Context: an optimization exercise on an open-source flow, tuned for small area, a short achievable clock period and few clock cycles per item. The choices shown serve that exercise and are no tape-out recipe.
In this exercise RTL edits were held to simulation tests only and were not proved equivalent to the original.
Power is estimated from default activity; no workload was simulated.

`flow/config.mk`:
```
export PLATFORM = sky130hd
export DESIGN_NAME = box_semantic_label_painter_core
export DESIGN_NICKNAME = box_semantic_label_painter_core
export VERILOG_FILES = /design/flow/design.v
export SDC_FILE = /design/flow/constraint.sdc
export NUM_CORES = 4
export LEC_CHECK = 0
export CAP_MARGIN = 20
export CORE_MARGIN = 2
export CORE_UTILIZATION = 40
export SLEW_MARGIN = 20
```
`flow/constraint.sdc`:
```
create_clock -name core_clock -period 5.0 [get_ports {clk}]
set_input_delay 1.0000 -clock core_clock [delete_from_list [all_inputs] [get_ports {clk}]]
set_output_delay 1.0000 -clock core_clock [all_outputs]
set_load 0.01 [all_outputs]
```
`flow/design.v`:
```
package bslp_pkg;
	localparam int unsigned BSLP_MAX_DET = 32;
	localparam int unsigned BOX_POS_W  = 13;
	localparam int unsigned BOX_SIZE_W = 12;
	localparam int unsigned CLASS_W    = 10;
	localparam int unsigned CONF_W     = 16;
	localparam int unsigned PIX_W      = 12;
	localparam int unsigned IMG_DIM_W  = 13;
	localparam int unsigned PCLASS_W   = 11;
	localparam int unsigned CODE_W     = 2;
	localparam int unsigned S_TDATA_W  = 104;
	localparam int unsigned M_TDATA_W  = 32;
	localparam int unsigned CFG_IDX_W  = 2;
	localparam int unsigned CFG_DATA_W = 16;
	localparam logic [CODE_W-1:0] CMD_CLEAR = 2'd0;
	localparam logic [CODE_W-1:0] CMD_ADD   = 2'd1;
	localparam logic [CODE_W-1:0] CMD_QUERY = 2'd2;
	localparam logic [CODE_W-1:0] STAT_OK       = 2'd0;
	localparam logic [CODE_W-1:0] STAT_LOW_CONF = 2'd1;
	localparam logic [CODE_W-1:0] STAT_FULL     = 2'd2;
	localparam logic [CFG_IDX_W-1:0] CFG_MIN_CONF = 2'd0;
	localparam logic [CFG_IDX_W-1:0] CFG_IMG_W    = 2'd1;
	localparam logic [CFG_IDX_W-1:0] CFG_IMG_H    = 2'd2;
	localparam logic [IMG_DIM_W-1:0] IMG_W_RST = 13'd640;
	localparam logic [IMG_DIM_W-1:0] IMG_H_RST = 13'd480;
	typedef struct packed {
		logic signed [BOX_POS_W-1:0] x;
		logic signed [BOX_POS_W-1:0] y;
		logic [BOX_SIZE_W-1:0]       w;
		logic [BOX_SIZE_W-1:0]       h;
		logic [CLASS_W-1:0]          cls;
		logic [CONF_W-1:0]           conf;
	} bslp_entry_t;
	typedef enum logic [1:0] {
		S_IDLE,
		S_SCAN,
		S_FLUSH,
		S_PUT
	} bslp_state_t;
	typedef struct packed {
		logic accept;
		logic scan_rd;
		logic put;
	} bslp_cmd_t;
	typedef struct packed {
		logic go_scan;
		logic scan_last;
		logic out_free;
	} bslp_sts_t;
endpackage
module bslp_dp #(
	parameter int unsigned MAX_DETECTIONS = bslp_pkg::BSLP_MAX_DET
) (
	input  logic                             clk,
	input  logic                             arst_n,
	input  bslp_pkg::bslp_cmd_t              cmd,
	output bslp_pkg::bslp_sts_t              sts,
	input  logic [bslp_pkg::CODE_W-1:0]      s_tuser,
	input  logic [bslp_pkg::S_TDATA_W-1:0]   s_tdata,
	output logic                             m_tvalid,
	input  logic                             m_tready,
	output logic [bslp_pkg::M_TDATA_W-1:0]   m_tdata,
	output logic [bslp_pkg::CODE_W-1:0]      m_tuser,
	input  logic                             cfg_valid,
	output logic                             cfg_ready,
	input  logic [bslp_pkg::CFG_IDX_W-1:0]   cfg_index,
	input  logic [bslp_pkg::CFG_DATA_W-1:0]  cfg_data
);
	localparam int unsigned IDX_W = (MAX_DETECTIONS > 1) ? $clog2(MAX_DETECTIONS) : 1;
	localparam int unsigned CNT_W = $clog2(MAX_DETECTIONS + 1);
	localparam logic [CNT_W-1:0] CNT_MAX = CNT_W'(MAX_DETECTIONS);
	logic signed [bslp_pkg::BOX_POS_W-1:0] in_x, in_y;
	logic [bslp_pkg::BOX_SIZE_W-1:0]       in_w, in_h;
	logic [bslp_pkg::CLASS_W-1:0]          in_cls;
	logic [bslp_pkg::CONF_W-1:0]           in_conf;
	logic [bslp_pkg::PIX_W-1:0]            in_px, in_py;
	assign in_x    = s_tdata[12:0];
	assign in_y    = s_tdata[25:13];
	assign in_w    = s_tdata[37:26];
	assign in_h    = s_tdata[49:38];
	assign in_cls  = s_tdata[59:50];
	assign in_conf = s_tdata[75:60];
	assign in_px   = s_tdata[87:76];
	assign in_py   = s_tdata[99:88];
	logic [bslp_pkg::CONF_W-1:0]    min_conf_q;
	logic [bslp_pkg::IMG_DIM_W-1:0] img_w_q, img_h_q;
	assign cfg_ready = 1'b1;
	always_ff @(posedge clk or negedge arst_n) begin
		if (!arst_n) begin
			min_conf_q <= '0;
			img_w_q    <= bslp_pkg::IMG_W_RST;
			img_h_q    <= bslp_pkg::IMG_H_RST;
		end else if (cfg_valid && cfg_ready) begin
			case (cfg_index)
				bslp_pkg::CFG_MIN_CONF: min_conf_q <= cfg_data;
				bslp_pkg::CFG_IMG_W:    img_w_q    <= cfg_data[bslp_pkg::IMG_DIM_W-1:0];
				bslp_pkg::CFG_IMG_H:    img_h_q    <= cfg_data[bslp_pkg::IMG_DIM_W-1:0];
				default: ;
			endcase
		end
	end
	logic [CNT_W-1:0] count_q;
	logic             is_add, low_conf, full, add_ok, is_cmd;
	assign is_cmd   = cmd.accept;
	assign is_add   = (s_tuser == bslp_pkg::CMD_ADD);
	assign low_conf = (in_conf < min_conf_q);
	assign full     = (count_q == CNT_MAX);
	assign add_ok   = is_cmd && is_add && !low_conf && !full;
	always_ff @(posedge clk or negedge arst_n) begin
		if (!arst_n) begin
			count_q <= '0;
		end else if (is_cmd && s_tuser == bslp_pkg::CMD_CLEAR) begin
			count_q <= '0;
		end else if (add_ok) begin
			count_q <= count_q + CNT_W'(1);
		end
	end
	logic [75:0] mem [0:MAX_DETECTIONS-1];
	bslp_pkg::bslp_entry_t      rd_s1;
	logic [IDX_W-1:0] scan_idx_q;
	always_ff @(posedge clk) begin
		if (add_ok) begin
			mem[count_q[IDX_W-1:0]] <= {in_x, in_y, in_w, in_h, in_cls, in_conf};
		end
		if (cmd.scan_rd) begin
			rd_s1 <= mem[scan_idx_q];
		end
	end
	logic rd_vld_s1;
	always_ff @(posedge clk or negedge arst_n) begin
		if (!arst_n) begin
			scan_idx_q <= '0;
			rd_vld_s1  <= 1'b0;
		end else begin
			rd_vld_s1 <= cmd.scan_rd;
			if (is_cmd) begin
				scan_idx_q <= '0;
			end else if (cmd.scan_rd) begin
				scan_idx_q <= scan_idx_q + IDX_W'(1);
			end
		end
	end
	assign sts.go_scan   = (s_tuser == bslp_pkg::CMD_QUERY)
	                    && ({1'b0, in_px} < img_w_q)
	                    && ({1'b0, in_py} < img_h_q)
	                    && (count_q != '0);
	assign sts.scan_last = ((CNT_W'(scan_idx_q) + CNT_W'(1)) == count_q);
	assign sts.out_free  = !m_tvalid || m_tready;
	logic [bslp_pkg::PIX_W-1:0]    px_q, py_q;
	logic [bslp_pkg::CODE_W-1:0]   status_q;
	logic [bslp_pkg::PCLASS_W-1:0] best_cls_q;
	logic [bslp_pkg::CONF_W-1:0]   best_conf_q;
	logic signed [13:0]  px_e, py_e, x_lo, y_lo, x_hi, y_hi;
	logic                hit;
	assign px_e = signed'({2'b00, px_q});
	assign py_e = signed'({2'b00, py_q});
	assign x_lo = {rd_s1.x[bslp_pkg::BOX_POS_W-1], rd_s1.x};
	assign y_lo = {rd_s1.y[bslp_pkg::BOX_POS_W-1], rd_s1.y};
	assign x_hi = x_lo + signed'({2'b00, rd_s1.w});
	assign y_hi = y_lo + signed'({2'b00, rd_s1.h});
	assign hit  = (px_e >= x_lo) && (px_e < x_hi) && (py_e >= y_lo) && (py_e < y_hi)
	           && (rd_s1.conf > best_conf_q);
	always_ff @(posedge clk) begin
		if (is_cmd) begin
			px_q        <= in_px;
			py_q        <= in_py;
			best_cls_q  <= '1;
			best_conf_q <= '0;
			if (!is_add) begin
				status_q <= bslp_pkg::STAT_OK;
			end else if (low_conf) begin
				status_q <= bslp_pkg::STAT_LOW_CONF;
			end else if (full) begin
				status_q <= bslp_pkg::STAT_FULL;
			end else begin
				status_q <= bslp_pkg::STAT_OK;
			end
		end else if (rd_vld_s1 && hit) begin
			best_cls_q  <= {1'b0, rd_s1.cls};
			best_conf_q <= rd_s1.conf;
		end
	end
	logic [bslp_pkg::CODE_W-1:0]   out_status_q;
	logic [bslp_pkg::PCLASS_W-1:0] out_cls_q;
	logic [bslp_pkg::CONF_W-1:0]   out_conf_q;
	logic                out_vld_q;
	always_ff @(posedge clk) begin
		if (cmd.put) begin
			out_status_q <= status_q;
			out_cls_q    <= best_cls_q;
			out_conf_q   <= best_conf_q;
		end
	end
	always_ff @(posedge clk or negedge arst_n) begin
		if (!arst_n) begin
			out_vld_q <= 1'b0;
		end else if (cmd.put) begin
			out_vld_q <= 1'b1;
		end else if (m_tready) begin
			out_vld_q <= 1'b0;
		end
	end
	assign m_tvalid = out_vld_q;
	assign m_tuser  = out_status_q;
	assign m_tdata  = {{(bslp_pkg::M_TDATA_W - bslp_pkg::CONF_W - bslp_pkg::PCLASS_W){1'b0}}, out_conf_q, out_cls_q};
endmodule
module bslp_ctrl (
	input  logic                clk,
	input  logic                arst_n,
	input  logic                s_tvalid,
	output logic                s_tready,
	input  bslp_pkg::bslp_sts_t sts,
	output bslp_pkg::bslp_cmd_t cmd
);
	bslp_pkg::bslp_state_t state_q, state_nxt;
	always_ff @(posedge clk or negedge arst_n) begin
		if (!arst_n) begin
			state_q <= bslp_pkg::S_IDLE;
		end else begin
			state_q <= state_nxt;
		end
	end
	always_comb begin
		state_nxt = state_q;
		cmd       = '0;
		s_tready  = 1'b0;
		case (state_q)
			bslp_pkg::S_IDLE: begin
				s_tready   = 1'b1;
				cmd.accept = s_tvalid;
				if (s_tvalid) begin
					state_nxt = sts.go_scan ? bslp_pkg::S_SCAN : bslp_pkg::S_PUT;
				end
			end
			bslp_pkg::S_SCAN: begin
				cmd.scan_rd = 1'b1;
				if (sts.scan_last) begin
					state_nxt = bslp_pkg::S_FLUSH;
				end
			end
			bslp_pkg::S_FLUSH: begin
				state_nxt = bslp_pkg::S_PUT;
			end
			bslp_pkg::S_PUT: begin
				if (sts.out_free) begin
					cmd.put   = 1'b1;
					state_nxt = bslp_pkg::S_IDLE;
				end
			end
			default: begin
				state_nxt = bslp_pkg::S_IDLE;
			end
		endcase
	end
endmodule
module box_semantic_label_painter_core #(
	parameter int unsigned MAX_DETECTIONS = bslp_pkg::BSLP_MAX_DET
) (
	input  logic                             clk,
	input  logic                             arst_n,
	input  logic                             s_tvalid,
	output logic                             s_tready,
	input  logic [bslp_pkg::S_TDATA_W-1:0]   s_tdata,
	input  logic [bslp_pkg::CODE_W-1:0]      s_tuser,
	output logic                             m_tvalid,
	input  logic                             m_tready,
	output logic [bslp_pkg::M_TDATA_W-1:0]   m_tdata,
	output logic [bslp_pkg::CODE_W-1:0]      m_tuser,
	input  logic                             cfg_valid,
	output logic                             cfg_ready,
	input  logic [bslp_pkg::CFG_IDX_W-1:0]   cfg_index,
	input  logic [bslp_pkg::CFG_DATA_W-1:0]  cfg_data
);
	bslp_pkg::bslp_cmd_t cmd;
	bslp_pkg::bslp_sts_t sts;
	bslp_ctrl u_ctrl (
		.clk      (clk),
		.arst_n   (arst_n),
		.s_tvalid (s_tvalid),
		.s_tready (s_tready),
		.sts      (sts),
		.cmd      (cmd)
	);
	bslp_dp #(
		.MAX_DETECTIONS (MAX_DETECTIONS)
	) u_dp (
		.clk       (clk),
		.arst_n    (arst_n),
		.cmd       (cmd),
		.sts       (sts),
		.s_tuser   (s_tuser),
		.s_tdata   (s_tdata),
		.m_tvalid  (m_tvalid),
		.m_tready  (m_tready),
		.m_tdata   (m_tdata),
		.m_tuser   (m_tuser),
		.cfg_valid (cfg_valid),
		.cfg_ready (cfg_ready),
		.cfg_index (cfg_index),
		.cfg_data  (cfg_data)
	);
endmodule
```
`flow/run.sh`:
```
#!/bin/bash
# synth_recipe.tcl (not shown) runs the flow's synth.tcl, then flattens the netlist and writes it again
# the make line also repeats each setting of config.mk as NAME=value (left out here)
make -C /OpenROAD-flow-scripts/flow DESIGN_CONFIG=/design/flow/config.mk WORK_HOME=/design/flow/orfs CLKGATE_MAP_FILE= SYNTH_SCRIPT=/design/flow/synth_recipe.tcl finish
```
==> results.sh <==
export IMPL_outcome="complete, no violations"
export IMPL_rows=187
export IMPL_holdWs_ns=0.2058
export IMPL_avgSynthCellArea_um2=20.30
export IMPL_ys_seq_area_share_pct=76.03
export IMPL_dieWidth_um=513.5
export IMPL_antenna_found_initial=28
export IMPL_total_leakage_power_uw=0.03821
export IMPL_drc_errors=0
export IMPL_grt_pass1_wl_um=386200
export IMPL_pwr_density_cell_nw_per_um2=504.0
export IMPL_dp_slack_ns=0.1011
export IMPL_cts_buffers=288
export IMPL_dp_hpwl_um=155100
export IMPL_drive_gt1_share_pct=21.57
export IMPL_power_uw=60490
export IMPL_ctsLongestPathBuffers=4
export IMPL_multiInputGateArea_um2=23600
export IMPL_relSlewSlack_pct=27.24
export IMPL_worst_r2r_endpoint="u_dp.best_conf_q[15]$_SDFFE_PP0P_"
export IMPL_worst_slew_pin_slew_ns=1.090
export IMPL_pwr_share_seq_pct=42.4
export IMPL_reg2reg_depth=16
export IMPL_cts_hold_buf=0
export IMPL_worstSetupEndpointType="flop"
export IMPL_synthCells=5115
export IMPL_clk_latency_ns=0.92
export IMPL_synth_edff_count=2563
export IMPL_ant_nets=0
export IMPL_pin_count=166
export IMPL_synth_top_area_cell="edfxtp_1"
export IMPL_dp_cells=8601
export IMPL_gp_congestion=0.8169
export IMPL_wl_per_cell_um=29.65
export IMPL_core_area_um2=258800
export IMPL_critPathMaxFanout=15
export IMPL_setup_tns_ns=0
export IMPL_arrival_ns=5.01
export IMPL_post_cts_resize_count=0
export IMPL_start_kind="flop"
export IMPL_clk_pin_slew_worst_paths_ns=0.06
export IMPL_rsz0062_at_grt="false"
export IMPL_vias=52240
export IMPL_finalHoldViolations=0
export IMPL_cp_endpoint="u_dp.best_conf_q[15]$_SDFFE_PP0P_"
export IMPL_synthTopCellsByArea="edfxtp_1 74%, mux4_2 10%, mux2i_1 3.6%"
export IMPL_postCtsSetupBuffers=0
export IMPL_fmax_mhz=239.9
export IMPL_r2r_slack_ns=0.83
export IMPL_final_cell_mix="2563 x edfxtp_1, 475 x mux4_2, 376 x mux2i_1"
export IMPL_clockRootBuffer="clkbuf_16"
export IMPL_ys_warn_count=2
export IMPL_die_area_um2=263700
export IMPL_cp_startpoint="u_dp.rd_s1[53]$_DFFE_PP_"
export IMPL_fin_nets=5755
export IMPL_netlist_area_leader_share_pct=74.13
export IMPL_power_switching_share_pct=28.43
export IMPL_crit_type="flop to flop"
export IMPL_grt_usage_pct=20.32
export IMPL_drt_iter0_markers=5294
export IMPL_setup_viol=0
export IMPL_async_flop_share_pct=2.153
export IMPL_cp_required_ns=5.84
export IMPL_r2r_start="u_dp.rd_s1[53]$_DFFE_PP_"
export IMPL_fill_cells=21460
export IMPL_area_growth_syn_to_layout_pct=15.60
export IMPL_fin_cells=9112
export IMPL_fin_crit_ns=4.168
export IMPL_drv_cap=0
export IMPL_p_switching_uw=17190
export IMPL_initial_core_util_pct=40.12
export IMPL_cts_max_level=5
export IMPL_period_share_pct=83.36
export IMPL_ir_drop_v=0.0004550
export IMPL_clock_sinks=2647
export IMPL_hp_class="input pin to asynchronous set/reset pin"
export IMPL_tritoncts="yes"
export IMPL_via_per_inst=5.733
export IMPL_grt_max_degree=125
export IMPL_dr_pass1_iters=8
export IMPL_syn_area_um2=103800
export IMPL_grt_pass1_vias=53100
export IMPL_fin_skew_ns=0.06794
export IMPL_synth_seq_cells=2647
export IMPL_fp_dieH_um=513.5
export IMPL_pwr_share_clk_pct=33.1
export IMPL_synth_cell_type_count=74
export IMPL_synth_flop_cell="edfxtp_1"
export IMPL_drv_slew=0
export IMPL_grt_overflow_total=0
export IMPL_p_comb_share_pct=24.5
export IMPL_setup_ws_ns=0.8319
export IMPL_final_common_cell="edfxtp_1"
export IMPL_seq_area_um2=78960
export IMPL_place_port_buffers=155
export IMPL_internal_power_uw=43290
export IMPL_routed_wl_um=270100
==> sequential cells by signal, summed over array words and instances, names as in the netlist <==
name,cells
u_dp.rd_s1,76
u_dp.status_q,2
u_dp.scan_idx_q,5
u_dp.rd_vld_s1,1
u_dp.count_q,6
u_dp.mem,2432
u_dp.py_q,12
u_dp.out_vld_q,1
u_dp.img_w_q,13
u_dp.out_conf_q,16
u_ctrl.state_q,2
u_dp.img_h_q,13
u_dp.min_conf_q,16
u_dp.out_cls_q,11
u_dp.best_conf_q,16
u_dp.px_q,12
u_dp.best_cls_q,11
u_dp.out_status_q,2
==> through the flow <==
| step | utilization [%] | cell area [um^2] |
|---|---|---|
| floorplan | - | 103800 |
| finish | 46.38 | 120000 |
| CTS | 46.44 | 120200 |
| detailed placement | 43.07 | 111500 |
| global placement | 43.08 | 111500 |
| global route | 46.38 | 120000 |
==> synth_stat cells (all sizes together), types with 4 or more instances <==
| library cell | n |
|---|---|
| xnor2 | 14 |
| and3 | 6 |
| a31oi | 7 |
| dfstp | 6 |
| o22ai | 53 |
| dfxtp | 27 |
| nand4 | 16 |
| xor2 | 14 |
| o211a | 4 |
| nor2b | 9 |
| edfxtp | 2563 |
| or3 | 5 |
| clkbuf | 114 |
| nor2 | 60 |
| nand2b | 12 |
| nor3 | 9 |
| o221ai | 235 |
| or4 | 4 |
| mux2i | 376 |
| a211o | 4 |
| mux2 | 56 |
| o31ai | 7 |
| dfrtp | 51 |
| a21o | 23 |
| mux4 | 475 |
| ha | 134 |
| a21oi | 109 |
| nand3 | 55 |
| and2 | 4 |
| o21a | 8 |
| inv | 97 |
| buf | 153 |
| nand2 | 228 |
| nand3b | 5 |
| o21ai | 125 |
| a211oi | 6 |
==> power groups by stage <==
stage	Clock (uW)	Sequential [uW]	Combinational, uW
after floorplan	0	25900	10200
after global placement	0	26100	14800
after detailed placement	0	26200	14900
after CTS	20400	25700	15000
after global routing	21300	25700	16000
final	20000	25700	14800
==> logic make-up (layout without fill, tap and decap cells) <==
logic type,count (synthesis),in the layout,synth area share [%]
AO/OA/AOI/OAI,609,609,4.121
adder cells (fa/ha/maj),136,136,1.653
XOR/XNOR,28,28,0.2362
buffers and inverters,365,938,1.524
AND/OR/NAND/NOR,421,421,1.891
flip-flops,2647,2647,76.03
multiplexers,907,907,14.54
other,2,24,0.007233
==> layout make-up <==
type / instances / area share, %
clock buffer: 363 / 6.379
multi-input combinational: 2107 / 19.67
tap: 3402 / 3.546
sequential: 2647 / 65.78
antenna: 18 / 0.03753
inverter: 98 / 0.3127
clock inverter: 129 / 0.8986
timing repair buffer: 348 / 3.378
==> worst min path at each step <==
stage	cells after the start	endpoint
finish	1	u_dp.img_w_q[6]$_DFFE_PN0P_
global placement	0	u_dp.out_status_q[0]$_DFFE_PP_
detailed placement	0	u_dp.out_status_q[1]$_DFFE_PP_
floorplan	0	u_dp.out_status_q[0]$_DFFE_PP_
global route	1	u_dp.img_w_q[6]$_DFFE_PN0P_
CTS	1	u_dp.img_w_q[1]$_DFFE_PN0P_
==> critical path, cell delays in order (launching register included) <==
cell      delay [ns]
edfxtp_1        0.42
ha_1            0.36
a21o_1          0.19
a221oi_2        0.38
a22oi_1         0.23
a211oi_2        0.33
inv_1           0.07
a21oi_1         0.18
xor2_1          0.17
ha_1            0.26
o211a_1         0.15
o31ai_1         0.07
o211a_1         0.25
o21a_2          0.46
buf_4           0.35
nand3_1         0.12
a21oi_1         0.13
==> per-layer routing <==
metal	vias up	part of all wire (%)	GRT usage, %
met3	467	5.3	2.800
met1	27920	42	27.68
met4	2	3.5	7.392
met2	1822	49	33.43
met5	-	0.0048	0
li1	22030	-	-
Testbench counts, summed over its fixed seeds: cycles 32,864, transactions 2,235.

## static timing again, ports no longer ideal
The results above use ideal ports. As a check the final layout listed here was re-extracted and re-timed, cells and wires unchanged. Step 1 assumes that a clkbuf_16 drives the clock port and a buf_2 every other input. Step 2 also shifts input and output timing later by t, the mid clock arrival at the registers, as if the neighbouring blocks saw the same clock. a / b / c = no drivers / after step 1 / after step 2; a / b = the first two.
t, ns: 0.989
setup slack, ns: 0.832 / 0.832 / 0.063
hold slack, ns: 0.206 / 0.138 / 0.429
worst setup path after step 2: input to register
clock arrival spread, ns: 0.079 / 0.078
After both steps setup and hold are still met in this run. For this run, drivers alone change the setup slack by 0.000 ns; drivers and shift together by -0.769 ns.
